Background: an optimization exercise with open tools, aiming at small area, a short achievable clock period and few clock cycles per item. Do not read the settings as production practice. In this exercise RTL edits were held to simulation tests only and were not proved equivalent to the original. No activity file was given, so power comes from the tool's default toggle rates.

[flow/run.sh]
#!/bin/bash
# synth_recipe.tcl (not shown) runs the flow's synth.tcl, then flattens the netlist and writes it again
# the make line also repeats each setting of config.mk as NAME=value (left out here)
make -C /OpenROAD-flow-scripts/flow DESIGN_CONFIG=/design/flow/config.mk WORK_HOME=/design/flow/orfs CLKGATE_MAP_FILE= SYNTH_SCRIPT=/design/flow/synth_recipe.tcl finish
[flow/config.mk]
export PLATFORM = sky130hd
export DESIGN_NAME = imem_fetch
export DESIGN_NICKNAME = imem_fetch
export VERILOG_FILES = /design/flow/design.v
export SDC_FILE = /design/flow/constraint.sdc
export NUM_CORES = 4
export LEC_CHECK = 0
export CAP_MARGIN = 20
export CORE_MARGIN = 2
export CORE_UTILIZATION = 40
export SLEW_MARGIN = 20
export SYNTH_MEMORY_MAX_BITS = 8192
[flow/constraint.sdc]
create_clock -name core_clock -period 5.5 [get_ports {clk}]
set_input_delay 1.1000 -clock core_clock [delete_from_list [all_inputs] [get_ports {clk}]]
set_output_delay 1.1000 -clock core_clock [all_outputs]
set_load 0.01 [all_outputs]
[flow/design.v]
package isa_pkg;
  localparam int OP_W    = 16;
  localparam int OPC_W   = 4;
  localparam int OPC_MSB = OP_W - 1;
  localparam int OPC_LSB = OP_W - OPC_W;
  typedef enum logic [OPC_W-1:0] {
    OPC_NOP  = 4'h0,
    OPC_LD   = 4'h1,
    OPC_ST   = 4'h2,
    OPC_ADD  = 4'h3,
    OPC_SUB  = 4'h4,
    OPC_CMP  = 4'h5,
    OPC_JMP  = 4'h8,
    OPC_JZ   = 4'h9,
    OPC_SET  = 4'hA,
    OPC_HALT = 4'hF
  } opc_e;
  typedef enum logic [1:0] {
    S_IDLE,
    S_FETCH,
    S_HALTED,
    S_FAULT
  } fetch_state_e;
endpackage
module fetch_fifo2 #(
  parameter int W = 24
) (
  input  logic         clk,
  input  logic         rst_n,
  input  logic         push,
  input  logic [W-1:0] push_data,
  input  logic         pop,
  input  logic         flush,
  output logic [W-1:0] head,
  output logic [1:0]   count
);
  logic [W-1:0] ent0_q, ent0_d, ent1_q, ent1_d;
  logic [1:0]   cnt_q, cnt_d;
  always_comb begin
    ent0_d = ent0_q;
    ent1_d = ent1_q;
    cnt_d  = cnt_q;
    if (flush) begin
      cnt_d = 2'd0;
    end else begin
      case ({push, pop})
        2'b10: begin
          if (cnt_q == 2'd0) ent0_d = push_data;
          else               ent1_d = push_data;
          cnt_d = cnt_q + 2'd1;
        end
        2'b01: begin
          ent0_d = ent1_q;
          cnt_d  = cnt_q - 2'd1;
        end
        2'b11: begin
          if (cnt_q == 2'd1) begin
            ent0_d = push_data;
          end else begin
            ent0_d = ent1_q;
            ent1_d = push_data;
          end
        end
        default: ;
      endcase
    end
  end
  always_ff @(posedge clk) begin
    if (!rst_n) begin
      ent0_q <= '0;
      ent1_q <= '0;
      cnt_q  <= 2'd0;
    end else begin
      ent0_q <= ent0_d;
      ent1_q <= ent1_d;
      cnt_q  <= cnt_d;
    end
  end
  assign head  = ent0_q;
  assign count = cnt_q;
endmodule
module imem_fetch #(
  parameter int                        ADDR_W   = 8,
  parameter int                        OP_W     = isa_pkg::OP_W,
  parameter int                        DEPTH    = 256,
  parameter logic [isa_pkg::OPC_W-1:0] HALT_OPC = isa_pkg::OPC_HALT
) (
  input  logic              clk,
  input  logic              rst_n,
  input  logic              load_en,
  input  logic [ADDR_W-1:0] load_addr,
  input  logic [OP_W-1:0]   load_data,
  input  logic              start,
  input  logic [ADDR_W-1:0] start_pc,
  input  logic              redir_valid,
  input  logic [ADDR_W-1:0] redir_pc,
  output logic              op_valid,
  input  logic              op_ready,
  output logic [OP_W-1:0]   op,
  output logic [ADDR_W-1:0] op_pc,
  output logic              halted,
  output logic              fault
);
  localparam int              IDX_W   = (DEPTH > 1) ? $clog2(DEPTH) : 1;
  localparam int              E_W     = OP_W + ADDR_W;
  localparam logic [ADDR_W:0] DEPTH_L = (ADDR_W+1)'(DEPTH);
  isa_pkg::fetch_state_e      state_q, state_d;
  logic [ADDR_W-1:0] pc_q, pc_d;
  logic              inflight_q, inflight_d;
  logic              halted_q, halted_d, fault_q, fault_d;
  logic [OP_W-1:0]   mem [DEPTH];
  logic [OP_W-1:0]   rdata_q;
  logic [ADDR_W-1:0] rpc_q;
  logic              issue, mem_we, flush, push, pop, fifo_pop, halt_pop, head_valid;
  logic [E_W-1:0]    fifo_head, head;
  logic [1:0]        fifo_cnt;
  logic [2:0]        occ;
  always_comb begin
    head_valid = (fifo_cnt != 2'd0) || inflight_q;
    head       = (fifo_cnt != 2'd0) ? fifo_head : {rdata_q, rpc_q};
    pop        = head_valid && op_ready;
    fifo_pop   = pop && (fifo_cnt != 2'd0);
    halt_pop   = pop && (state_q == isa_pkg::S_FETCH) && (head[E_W-1 -: isa_pkg::OPC_W] == HALT_OPC);
    occ        = {1'b0, fifo_cnt} + {2'b00, inflight_q} - {2'b00, pop};
    state_d    = state_q;
    pc_d       = pc_q;
    issue      = 1'b0;
    mem_we     = 1'b0;
    flush      = 1'b0;
    case (state_q)
      isa_pkg::S_IDLE, isa_pkg::S_HALTED: begin
        if (load_en) begin
          mem_we = ({1'b0, load_addr} < DEPTH_L);
        end else if (start) begin
          state_d = isa_pkg::S_FETCH;
          pc_d    = start_pc;
        end
      end
      isa_pkg::S_FETCH: begin
        if (halt_pop) begin
          state_d = isa_pkg::S_HALTED;
          flush   = 1'b1;
        end else if (redir_valid) begin
          flush = 1'b1;
          pc_d  = redir_pc;
        end else if (occ < 3'd2) begin
          if ({1'b0, pc_q} < DEPTH_L) begin
            issue = 1'b1;
            pc_d  = pc_q + ADDR_W'(1);
          end else begin
            state_d = isa_pkg::S_FAULT;
          end
        end
      end
      default: ;
    endcase
    inflight_d = issue;
    push       = inflight_q && !flush && !((fifo_cnt == 2'd0) && pop);
    halted_d   = (state_d == isa_pkg::S_HALTED);
    fault_d    = (state_d == isa_pkg::S_FAULT);
  end
  always_ff @(posedge clk) begin
    if (!rst_n) begin
      state_q    <= isa_pkg::S_IDLE;
      pc_q       <= '0;
      inflight_q <= 1'b0;
      halted_q   <= 1'b0;
      fault_q    <= 1'b0;
    end else begin
      state_q    <= state_d;
      pc_q       <= pc_d;
      inflight_q <= inflight_d;
      halted_q   <= halted_d;
      fault_q    <= fault_d;
    end
  end
  always_ff @(posedge clk) begin
    if (mem_we) mem[load_addr[IDX_W-1:0]] <= load_data;
    if (issue) begin
      rdata_q <= mem[pc_q[IDX_W-1:0]];
      rpc_q   <= pc_q;
    end
  end
  fetch_fifo2 #(.W(E_W)) u_fifo (
    .clk       (clk),
    .rst_n     (rst_n),
    .push      (push),
    .push_data ({rdata_q, rpc_q}),
    .pop       (fifo_pop),
    .flush     (flush),
    .head      (fifo_head),
    .count     (fifo_cnt)
  );
  assign op_valid = head_valid;
  assign op       = head_valid ? head[E_W-1 -: OP_W] : '0;
  assign op_pc    = head_valid ? head[ADDR_W-1:0] : '0;
  assign halted   = halted_q;
  assign fault    = fault_q;
endmodule
==> run_results.csv <==
group,metric,value,unit
critical_path,required,6.21,ns
timing,clock_skew,0.0607,ns
detailed_routing,dr.pass1.iters,6,
finish,fill_cells,33300,
yosys,synth_edf_count,4120,
die,rows,233,
detailed_routing,drt_iter0_markers,14200,
finish,multi_input_area,0.0345,mm²
critical_path,cp.buffers_inverters,4,
global_route,grt_pass1_wl,678000,µm
timing,final-setup-viol-count,0,
critical_path,path_class,"reg2reg",
finish,finalNetCount,8244,
critical_path,slowest_delay,1.01,ns
power,seq_power_share,50.4,%
critical_path,cp.arrival,5.53,ns
timing,slew_violations,0,
place,place_hpwl,308000,µm
finish,drive_gt1_share,26.1,%
timing,hold_ws,0.486,ns
clock_network,cts_resized,0,
power,clkPwrFrac,40.4,%
yosys,ys_seq_elements,4183,
clock_network,clk_latency,0.99,ns
die,coreArea,0.403,mm²
yosys,synth_area,0.162,mm²
yosys,avgSynthCellArea,21.4,µm²
clock_network,ctsHoldBuffers,0,
clock_network,cts_setup_buffers,0,
place,port_buffers,72,
finish,syn_to_final_growth,14.8,%
timing,period_needed,4.82,ns
critical_path,cpMaxStageDelayCell,"dfxtp_4",
die,start_util,40.2,%
detailed_routing,drt.antenna.violating_nets,0,
die,fp.dieW,640,µm
min_path,hold_path_depth,1,
detailed_routing,wire_per_inst,35.3,µm
die,dieArea,0.410,mm²
power,p_leak,57.1,nW
timing,fmax,0.208,GHz
global_route,grt_overflow,0,
clock_network,cts_root_buf,"clkbuf_16",
critical_path,rr_worst_depth,10,
yosys,yosysSeqAreaShare,77.2,%
yosys,yosys.area.top_type_share,76.4,%
timing,fin_crit_sh,87.6,%
critical_path,crit_family,"compound AO/OA/AOI/OAI gates",
global_route,grt_antenna_before_repair,39,
clock_network,clockBufferDepth,4,
power,intPower,0.0532,W
finish,ff_latch_area,0.125,mm²
power,combPwrFrac,9.2,%
power,switching_share,23.8,%
power,ir_drop,257,µV
finish,final_common_cell,"edfxtp_1",
power,p_per_area,376,mW/mm²
clock_network,htreeDepth,5,
timing,setup_tns,0,ns
yosys,synth_area_leaders,"edfxtp_1 (76%), mux4_2 (12%), mux2i_1 (2.9%)",
critical_path,end_kind,"flop",
yosys,synth-main-ff-cell,"edfxtp_1",
critical_path,r2r-end,"rdata_q[4]$_DFFE_PP_",
timing,rsz0062_at_grt,"false",
finish,mostFrequentLayoutCells,"edfxtp_1 (4,120), mux4_2 (853), buf_4 (513), mux2i_1 (477), clkbuf_16 (427)",
critical_path,startpoint_type,"flop",
timing,slew-limit-headroom,10.0,%
min_path,hold_path_class,"in2reg",
timing,tightest_slew,1.34,ns
clock_network,cts_made_buffers,420,
yosys,async_reset_ff_share,0,%
global_route,grt_max_degree,178,
global_route,grtUsageTotal,23.7,%
status,status,"complete, no violations",
yosys,ys_types,78,
flow_run,drv_cap,0,
critical_path,r2r_slack,0.68,ns
power,p_switching,0.0167,W
detailed_routing,vias,84900,
timing,final-hold-violation-count,0,
clock_network,cts.sinks,4183,
yosys,syn_inst,7576,
critical_path,crit_chain,"buf_12 -> buf_12 -> mux4_2 -> a22o_1 -> a211oi_1 -> a211oi_1 -> buf_4 -> nor4_2 -> buf_4 -> o32ai_1",
clock_network,clkTransAtPathRegs,0.06,ns
detailed_routing,wl,494000,µm
min_path,hold_end,"mem[138][1]$_DFFE_PP_",
yosys,yosysTopAreaCell,"edfxtp_1",
detailed_routing,drc,0,
clock_network,cts_tree,"built",
die,io_pins,73,
critical_path,reg2reg_from,"pc_q[0]$_SDFFE_PN0P_",
yosys,synth_fp_nets,7630,
detailed_routing,via_per_inst,6.08,
min_path,min-delay-start,"load_data[1]",
global_route,grt_pass1_vias,82400,
yosys,ys_warn_count,2,
place,gp_congestion,0.914,
critical_path,crit_path_start,"pc_q[0]$_SDFFE_PN0P_",
critical_path,path_max_fanout,29,
die,die_y,640,µm
cell families (layout without fill, tap and decap cells):
kind of cell / count (synthesis) / count (layout) / share of synthesized area (%)
XOR/XNOR: 10 / 10 / 0.0541
buffers and inverters: 476 / 1446 / 1.78
adder cells (fa/ha/maj): 8 / 8 / 0.0665
other: 0 / 20 / 0
AND/OR/NAND/NOR: 715 / 715 / 1.99
AO/OA/AOI/OAI: 824 / 824 / 3.71
multiplexers: 1360 / 1360 / 15.2
flip-flops: 4183 / 4183 / 77.2
layout make-up:
type	count	area share, %
inverters	15	0.0343
well taps	5405	3.64
multi-input cells	2917	18.6
repair buffers	653	3.24
clock buffers	505	5.92
flip-flops and latches	4183	67.3
diodes	20	0.0269
clock inverters	273	1.33
metrics by stage:
stage	instance area, µm²	util (%)	std cells	setup WS, ns	total power [W]
6_report	186000	46.1	14000	0.682	0.0699
5_1_grt	186000	46.1	14000	0.591	0.0715
4_1_cts	186000	46.1	13900	0.529	0.0701
3_5_place_dp	172000	42.8	13200	0.540	0.0423
3_3_place_gp	172000	42.7	13200	0.247	0.0422
2_1_floorplan	162000	-	7576	0.750	0.0389
per-layer routing:
| layer | vias to the layer above | track usage, % | part of all wire [%] |
|---|---|---|---|
| li1 | 33200 | - | - |
| met1 | 45500 | 33.1 | 38 |
| met2 | 5294 | 36.8 | 46 |
| met3 | 816 | 4.98 | 11 |
| met4 | 18 | 8.75 | 4.0 |
| met5 | - | 0 | 0.025 |
registers in the layout, summed over array words and instances, names as in the netlist:
register and cells:
fault_q 1, state_q 2, u_fifo.ent1_q 24, pc_q 8, halted_q 1, rdata_q 16, u_fifo.cnt_q 2, mem 4096
u_fifo.ent0_q 24, rpc_q 8, inflight_q 1
power by group through the flow:
stage	registers (W)	logic, W	clock network, W
2_1_floorplan	0.0358	0.00312	0
3_3_place_gp	0.0359	0.00627	0
3_5_place_dp	0.0359	0.00634	0
4_1_cts	0.0352	0.00635	0.0285
5_1_grt	0.0352	0.00657	0.0297
6_report	0.0353	0.00643	0.0282
synthesized netlist by cell type, types with 67 or more instances:
| library cell | count |
|---|---|
| mux4_2 | 853 |
| buf_2 | 139 |
| o22ai_1 | 67 |
| nor2_1 | 363 |
| a21oi_1 | 134 |
| edfxtp_1 | 4120 |
| mux2i_1 | 477 |
| clkbuf_1 | 164 |
| nand2_1 | 136 |
| a22oi_1 | 121 |
| a221oi_1 | 106 |
| a211oi_1 | 79 |
how the worst max path moves through the flow:
stage / depth (start not counted) / end
after floorplan: 6 / rdata_q[0]$_DFFE_PP_
after global routing: 9 / rdata_q[15]$_DFFE_PP_
final: 10 / rdata_q[4]$_DFFE_PP_
after detailed placement: 9 / rdata_q[15]$_DFFE_PP_
after CTS: 9 / rdata_q[15]$_DFFE_PP_
after global placement: 7 / rdata_q[9]$_DFFE_PP_
Testbench counts, summed over its fixed seeds: cycles 21,319, words 17,478.

separate check: timing with driven ports:
No port has a modelled driver above. Below, the same layout with a new extraction and two added sets of constraints.
Step 1, drivers: a clkbuf_16 drives clk and a buf_2 each remaining input, both assumed.
Step 2 also shifts input and output timing later by t, the mid clock arrival at the registers, as if the neighbouring blocks saw the same clock.
Three values: ideal, step 1, step 2; two values: the first two.
t (ns): 1.066
setup WS [ns]: 0.682 / 0.682 / 0.422
slew at the worst register clock pin (ns): 0.07 / 0.07
After both steps setup and hold are still met in this run. For this run, drivers alone change the setup slack by 0.000 ns; drivers and shift together by -0.260 ns.
